From an optimization exercise on the open Yosys and OpenROAD flow, aimed at small area, a short achievable clock period and few clock cycles per item; shortcuts taken in it are not production practice.
Only simulation tests tie the RTL to the original design; equivalence was not proved.
Power is estimated from default activity; no workload was simulated.

## multi_module_liveness_watchdog_core
module multi_module_liveness_watchdog_core
(
    input  logic        clk,
    input  logic        rst_n,
    input  logic        item_valid,
    output logic        item_stall,
    input  logic        command,
    input  logic [1:0]  module_req,
    input  logic [31:0] now_ms,
    output logic        result_valid,
    input  logic        result_stall,
    output logic        reboot,
    output logic [1:0]  reboot_module,
    output logic [2:0]  error_mask,
    output logic [1:0]  remembered_failure,
    input  logic        cfg_valid,
    output logic        cfg_ready,
    input  logic [1:0]  cfg_index,
    input  logic [31:0] cfg_data
);
    logic [31:0] tmo0_reg, tmo1_reg, tmo2_reg, cdn_reg;
    logic [31:0] kick0_reg, kick1_reg, kick2_reg;
    logic [31:0] start_reg;
    logic        deg_reg;         
    logic [1:0]  fail_reg;
    logic        iv_reg;
    logic        icmd_reg;
    logic [1:0]  imr_reg;
    logic [31:0] inown_reg;       
    logic        v2_reg;
    logic        pk_reg;
    logic        cmd2_reg;
    logic [1:0]  mr2_reg;
    logic [31:0] now2n_reg;       
  ...
Size in the first run: roughly 2600 cells after synthesis, ~390 flip-flops, ~85 I/O pins, roughly 22000 um^2 of cells after synthesis.
Settings: LEC_CHECK=0, ABC_AREA=1, CAP_MARGIN=20, CORE_MARGIN=2, CORE_UTILIZATION=40, CTS_CLUSTER_DIAMETER=60, CTS_CLUSTER_SIZE=30, SETUP_SLACK_MARGIN=4.6, SLEW_MARGIN=20, TNS_END_PERCENT=100; clock period 7.0 ns.
standard.sh (not shown) runs the stock make flow with config.mk's settings and CLKGATE_MAP_FILE= SYNTH_SCRIPT=/design/flow/synth_recipe.tcl, a recipe that flattens the netlist after the stock synthesis.
==> flow/flow/run.sh <==
#!/bin/bash
# The standard layout (the standard.sh), with clock tree synthesis options
# of our own (no dummy loads for balancing, larger sink clusters) and the
# smallest buffer on each port; repair resizes port buffers where timing needs.
export CTS_ARGS="-sink_clustering_enable -repair_clock_nets -sink_clustering_size 30 -sink_clustering_max_diameter 90 -dont_use_dummy_load"
export BUFFER_PORTS_ARGS="-buffer_cell sky130_fd_sc_hd__buf_1"
bash standard.sh > standard.log 2>&1
Testbench counts at the start, summed over its fixed seeds: cycles 12,035, items 12,000.
==> next run, changes <==
==> flow/flow/run.sh (replaced) <==
#!/bin/bash
# The standard layout (the standard.sh), with clock tree synthesis options
# of our own (no dummy loads for balancing, larger sink clusters) and the
# smallest buffer on each port; repair resizes port buffers where timing needs.
export CTS_ARGS="-sink_clustering_enable -repair_clock_nets -sink_clustering_size 40 -sink_clustering_max_diameter 80 -dont_use_dummy_load"
export BUFFER_PORTS_ARGS="-buffer_cell sky130_fd_sc_hd__buf_1"
bash standard.sh > standard.log 2>&1
--- a/flow/config.mk
+++ b/flow/config.mk
@@ -13,3 +13,3 @@
 export CTS_CLUSTER_SIZE = 30
-export SETUP_SLACK_MARGIN = 4.6
+export SETUP_SLACK_MARGIN = 4.5
 export SLEW_MARGIN = 20
The new run completed with no timing, DRC or antenna violations.
First-iteration DRC count went up by 1.4%.
Worst hold slack is worse by 0.0035 ns.
Sequential power stays flat.
Power goes up by 1.2%.
Sequential share of layout area stays flat.
Count of clock-buffer cells in the layout climbs by 5.
Routed wire length is lower by 0.69%.
Setup slack stays flat.
==> next run, changes <==
==> flow/flow/run.sh (replaced) <==
#!/bin/bash
# The standard layout (the standard.sh), with clock tree synthesis options
# of our own (no dummy loads for balancing, larger sink clusters) and the
# smallest buffer on each port; repair resizes port buffers where timing needs.
export CTS_ARGS="-sink_clustering_enable -repair_clock_nets -sink_clustering_size 35 -sink_clustering_max_diameter 70 -dont_use_dummy_load"
export BUFFER_PORTS_ARGS="-buffer_cell sky130_fd_sc_hd__buf_1"
bash standard.sh > standard.log 2>&1
--- a/flow/config.mk
+++ b/flow/config.mk
@@ -15,2 +15,4 @@
 export SLEW_MARGIN = 20
+export SYNTH_HIERARCHICAL = 1
+export SYNTH_MINIMUM_KEEP_SIZE = 0
 export TNS_END_PERCENT = 100
=> Total power climbs by a few percent; non-clock buffer count drops by 58; die area climbs by a little under a tenth; cell area climbs by a few percent; global-route usage drops by 1.4 points.
==> next run, changes <==
==> flow/flow/run.sh (replaced) <==
#!/bin/bash
# The standard layout (the standard.sh), with clock tree synthesis options
# of our own: no dummy loads for balancing, larger sink clusters.
export CTS_ARGS="-sink_clustering_enable -repair_clock_nets -sink_clustering_size 40 -sink_clustering_max_diameter 80 -dont_use_dummy_load"
bash standard.sh > standard.log 2>&1
--- a/flow/config.mk
+++ b/flow/config.mk
@@ -15,4 +15,2 @@
 export SLEW_MARGIN = 20
-export SYNTH_HIERARCHICAL = 1
-export SYNTH_MINIMUM_KEEP_SIZE = 0
 export TNS_END_PERCENT = 100
What happened:
- non-clock buffer count climbs by 55
- die area falls by 6.9%
- cell area goes down by 2.9%

The RTL this note starts from:
==> flow/design.v <==
package lwd_pkg;
    localparam int TIME_W = 32;
    localparam logic [TIME_W-1:0] TMO0_RST     = 32'd6000;
    localparam logic [TIME_W-1:0] TMO1_RST     = 32'd6000;
    localparam logic [TIME_W-1:0] TMO2_RST     = 32'd10000;
    localparam logic [TIME_W-1:0] COOLDOWN_RST = 32'd900000;
endpackage
module lwd_late
(
    input  logic [31:0] now,
    input  logic [31:0] t,
    input  logic [31:0] lim,
    output logic        late
);
    function automatic logic [1:0] gp_tree(input logic [31:0] g, input logic [31:0] p);
        logic [31:0] gg;
        logic [31:0] pp;
        gg = g;
        pp = p;
        for (int w = 16; w >= 1; w = w / 2)
        begin
            for (int i = 0; i < w; i++)
            begin
                gg[i] = gg[2*i+1] | (pp[2*i+1] & gg[2*i]);
                pp[i] = pp[2*i+1] & pp[2*i];
            end
        end
        gp_tree = {gg[0], pp[0]};
    endfunction
    logic [31:0] nn;
    logic [31:0] s;
    logic [31:0] c;
    logic [31:0] b;
    logic [1:0]  k;
    logic [1:0]  w;
    assign nn = ~now;
    assign s  = lim ^ t ^ nn;
    assign c  = (lim & t) | (lim & nn) | (t & nn);
    assign b  = {c[30:0], 1'b1};
    assign k  = gp_tree(s & b, s | b);       
    assign w  = gp_tree(t & nn, t | nn);     
    assign late = w[1] ? !(c[31] & k[1]) : !(c[31] | k[1]);
endmodule
import lwd_pkg::*;
module multi_module_liveness_watchdog_core
(
    input  logic        clk,
    input  logic        rst_n,
    input  logic        item_valid,
    output logic        item_stall,
    input  logic        command,
    input  logic [1:0]  module_req,
    input  logic [31:0] now_ms,
    output logic        result_valid,
    input  logic        result_stall,
    output logic        reboot,
    output logic [1:0]  reboot_module,
    output logic [2:0]  error_mask,
    output logic [1:0]  remembered_failure,
    input  logic        cfg_valid,
    output logic        cfg_ready,
    input  logic [1:0]  cfg_index,
    input  logic [31:0] cfg_data
);
    logic [31:0] tmo0_reg, tmo1_reg, tmo2_reg, cdn_reg;
    logic [31:0] kick0_reg, kick1_reg, kick2_reg;
    logic [31:0] start_reg;
    logic        deg_reg;         
    logic [1:0]  fail_reg;
    logic        iv_reg;
    logic        icmd_reg;
    logic [1:0]  imr_reg;
    logic [31:0] inow_reg;
    logic        v2_reg;
    logic        pk_reg;
    logic        cmd2_reg;
    logic [1:0]  mr2_reg;
    logic [31:0] now2_reg;
    logic [2:0]  late2_reg;
    logic        cool2_reg;
    logic [3:0]  qv_reg;
    logic [7:0]  q0_reg, q1_reg, q2_reg, q3_reg;
    logic        stall_reg;
    logic        accept;
    logic        commit;
    logic        repl;
    logic        adv;
    logic        cap_keep;
    logic        late0, late1, late2, cool;
    logic [2:0]  rbv;
    logic        dc;
    logic        late_f;
    logic        fvalid;
    logic        rb;
    logic [1:0]  rbmod;
    logic        deg_n;
    logic [1:0]  fail_n;
    logic        deg_eff;
    logic [2:0]  mask_n;
    logic [7:0]  res_n;
    logic        kw0, kw1, kw2, rbw;
    logic        iv_n, v2_n, pk_n;
    logic        shift;
    logic [3:0]  qv_n;
    logic [2:0]  cnt_n;
    assign cfg_ready  = 1'b1;
    assign item_stall = stall_reg;
    assign accept     = item_valid && !stall_reg;
    lwd_late u_l0 (.now(inow_reg), .t(kick0_reg), .lim(tmo0_reg), .late(late0));
    lwd_late u_l1 (.now(inow_reg), .t(kick1_reg), .lim(tmo1_reg), .late(late1));
    lwd_late u_l2 (.now(inow_reg), .t(kick2_reg), .lim(tmo2_reg), .late(late2));
    lwd_late u_lc (.now(inow_reg), .t(start_reg), .lim(cdn_reg),  .late(cool));
    assign dc     = deg_reg && cool2_reg;
    assign rbv[0] = late2_reg[0] && (fail_reg != 2'd0 || dc);
    assign rbv[1] = late2_reg[1] && (fail_reg != 2'd1 || dc);
    assign rbv[2] = late2_reg[2] && (fail_reg != 2'd2 || dc);
    assign fvalid = (fail_reg != 2'd3);
    assign late_f = late2_reg[fail_reg];
    always_comb
    begin
        rb    = cmd2_reg && (rbv != 3'b000);
        rbmod = !cmd2_reg ? 2'd0 : rbv[0] ? 2'd0 : rbv[1] ? 2'd1 : rbv[2] ? 2'd2 : 2'd0;
        if (!cmd2_reg)
        begin
            fail_n = fail_reg;
            deg_n  = deg_reg;
        end
        else if (rbv != 3'b000)
        begin
            fail_n = rbmod;
            deg_n  = 1'b0;
        end
        else
        begin
            fail_n = (fvalid && !late_f) ? 2'd3 : fail_reg;
            deg_n  = fvalid && late_f;
        end
        mask_n = deg_n ? ((fail_n == 2'd0) ? 3'b001 : (fail_n == 2'd1) ? 3'b010 : 3'b100) : 3'b000;
        res_n  = {rb, rbmod, mask_n, fail_n};
    end
    assign commit   = v2_reg;
    assign repl     = commit && rb && iv_reg && icmd_reg;
    assign adv      = iv_reg && !repl;
    assign cap_keep = iv_reg && !adv;
    assign deg_eff  = commit ? deg_n : deg_reg;
    assign iv_n = pk_reg || cap_keep || (accept && !repl);
    assign v2_n = adv;
    assign pk_n = repl && accept;
    assign shift = qv_reg[0] && !result_stall;
    assign qv_n  = shift ? ({1'b0, qv_reg[3:1]} | ({4{commit}} & qv_reg & ~{1'b0, qv_reg[3:1]}))
                         : (qv_reg | ({4{commit}} & ~qv_reg & {qv_reg[2:0], 1'b1}));
    assign cnt_n = 3'(iv_n) + 3'(v2_n) + 3'(pk_n) + 3'(qv_n[0]) + 3'(qv_n[1]) + 3'(qv_n[2]) + 3'(qv_n[3]);
    assign rbw = commit && rb;
    assign kw0 = iv_reg && !icmd_reg && imr_reg == 2'd0;
    assign kw1 = iv_reg && !icmd_reg && imr_reg == 2'd1;
    assign kw2 = iv_reg && !icmd_reg && imr_reg == 2'd2;
    always_ff @(posedge clk or negedge rst_n)
    begin
        if (!rst_n)
        begin
            tmo0_reg  <= TMO0_RST;
            tmo1_reg  <= TMO1_RST;
            tmo2_reg  <= TMO2_RST;
            cdn_reg   <= COOLDOWN_RST;
            kick0_reg <= '0;
            kick1_reg <= '0;
            kick2_reg <= '0;
            deg_reg   <= 1'b0;
            fail_reg  <= 2'd3;
            iv_reg    <= 1'b0;
            v2_reg    <= 1'b0;
            pk_reg    <= 1'b0;
            qv_reg    <= 4'b0000;
            stall_reg <= 1'b0;
        end
        else
        begin
            if (cfg_valid)
            begin
                case (cfg_index)
                    2'd0: tmo0_reg <= cfg_data;
                    2'd1: tmo1_reg <= cfg_data;
                    2'd2: tmo2_reg <= cfg_data;
                    default: cdn_reg <= cfg_data;
                endcase
            end
            if (kw0)
                kick0_reg <= inow_reg;
            else if (rbw)
                kick0_reg <= now2_reg;
            if (kw1)
                kick1_reg <= inow_reg;
            else if (rbw)
                kick1_reg <= now2_reg;
            if (kw2)
                kick2_reg <= inow_reg;
            else if (rbw)
                kick2_reg <= now2_reg;
            if (commit)
            begin
                deg_reg  <= deg_n;
                fail_reg <= fail_n;
            end
            iv_reg    <= iv_n;
            v2_reg    <= v2_n;
            pk_reg    <= pk_n;
            qv_reg    <= qv_n;
            stall_reg <= pk_n || (cnt_n >= 3'd4);
        end
    end
    always_ff @(posedge clk)
    begin
        if (adv && !deg_eff)
        begin
            start_reg <= inow_reg;
        end
        if (!cap_keep)
        begin
            if (pk_reg)
            begin
                icmd_reg <= cmd2_reg;
                imr_reg  <= mr2_reg;
                inow_reg <= now2_reg;
            end
            else
            begin
                icmd_reg <= command;
                imr_reg  <= module_req;
                inow_reg <= now_ms;
            end
        end
        if (repl)
        begin
            cmd2_reg <= command;
            mr2_reg  <= module_req;
            now2_reg <= now_ms;
        end
        else
        begin
            cmd2_reg  <= icmd_reg;
            mr2_reg   <= imr_reg;
            now2_reg  <= inow_reg;
            late2_reg <= {late2, late1, late0};
            cool2_reg <= cool;
        end
        if (shift)
        begin
            q0_reg <= qv_reg[1] ? q1_reg : res_n;
            q1_reg <= qv_reg[2] ? q2_reg : res_n;
            q2_reg <= qv_reg[3] ? q3_reg : res_n;
            q3_reg <= res_n;
        end
        else
        begin
            if (!qv_reg[0]) q0_reg <= res_n;
            if (!qv_reg[1]) q1_reg <= res_n;
            if (!qv_reg[2]) q2_reg <= res_n;
            if (!qv_reg[3]) q3_reg <= res_n;
        end
    end
    assign result_valid       = qv_reg[0];
    assign {reboot, reboot_module, error_mask, remembered_failure} = q0_reg;
endmodule
Settings: LEC_CHECK=0, CAP_MARGIN=20, CORE_MARGIN=2, CORE_UTILIZATION=40, SETUP_SLACK_MARGIN=4.5, SLEW_MARGIN=20, TNS_END_PERCENT=100; clock period 7.0 ns.
run.sh (not shown) runs the stock make flow with config.mk's settings and CLKGATE_MAP_FILE= SYNTH_SCRIPT=/design/flow/synth_recipe.tcl, a recipe that flattens the netlist after the stock synthesis.
Stock flow here: none of the scripts above is used.
Testbench counts at the start, summed over its fixed seeds: cycles 12,035, items 12,000.
==> next run, changes <==
- CTS_CLUSTER_DIAMETER: default -> 60
- CTS_CLUSTER_SIZE: default -> 30
What happened: Core utilization went down by 0.72 points. Register-to-register slack barely changes. Worst hold slack improves by 0.0045 ns. Global-route usage went down by 0.31 points. Cell area went down by 1.5%. Flip-flop and latch count stays the same. Worst setup slack degrades by 0.0063 ns.

[static timing again, ports no longer ideal]
The results above use ideal ports. As a check the final layouts listed here were re-extracted and re-timed, cells and wires unchanged.
Step 1 (the two cells are an assumption about what drives the block):
set clk [get_ports {clk}]
set_driving_cell -lib_cell sky130_fd_sc_hd__clkbuf_16 $clk
set_driving_cell -lib_cell sky130_fd_sc_hd__buf_2 [delete_from_list [all_inputs] $clk]
Step 2 adds t to the input delays and takes it off the output delays; t is the mean of the earliest and latest rising clock arrival at the registers after step 1. Input paths then give back, and output paths get back, about the clock's delay inside the block.
Slacks: ideal ports / drivers / drivers and shift; pairs: ideal ports / drivers.
run	shift t [ns]	setup slack, ns	worst setup path after step 2	latest minus earliest clock arrival (ns)
the first run of note 1	0.612	4.484 / 4.428 / 4.246	input to register	0.051 / 0.052
the second run of note 1	0.629	4.487 / 4.428 / 4.057	input to register	0.061 / 0.061
the third run of note 1	0.659	4.432 / 4.375 / 4.107	input to register	0.054 / 0.055
the fourth run of note 1	0.637	4.466 / 4.407 / 4.017	input to register	0.038 / 0.038
the first run of note 2	0.627	3.562 / 3.562 / 3.015	input to register	0.026 / 0.025
the second run of note 2	0.621	3.556 / 3.556 / 3.156	input to register	0.025 / 0.025
After both steps setup and hold are still met in every run listed. The setup slack of the first run of note 2, which loses most, moves by 0.000 ns with the drivers and by -0.547 ns with both steps.
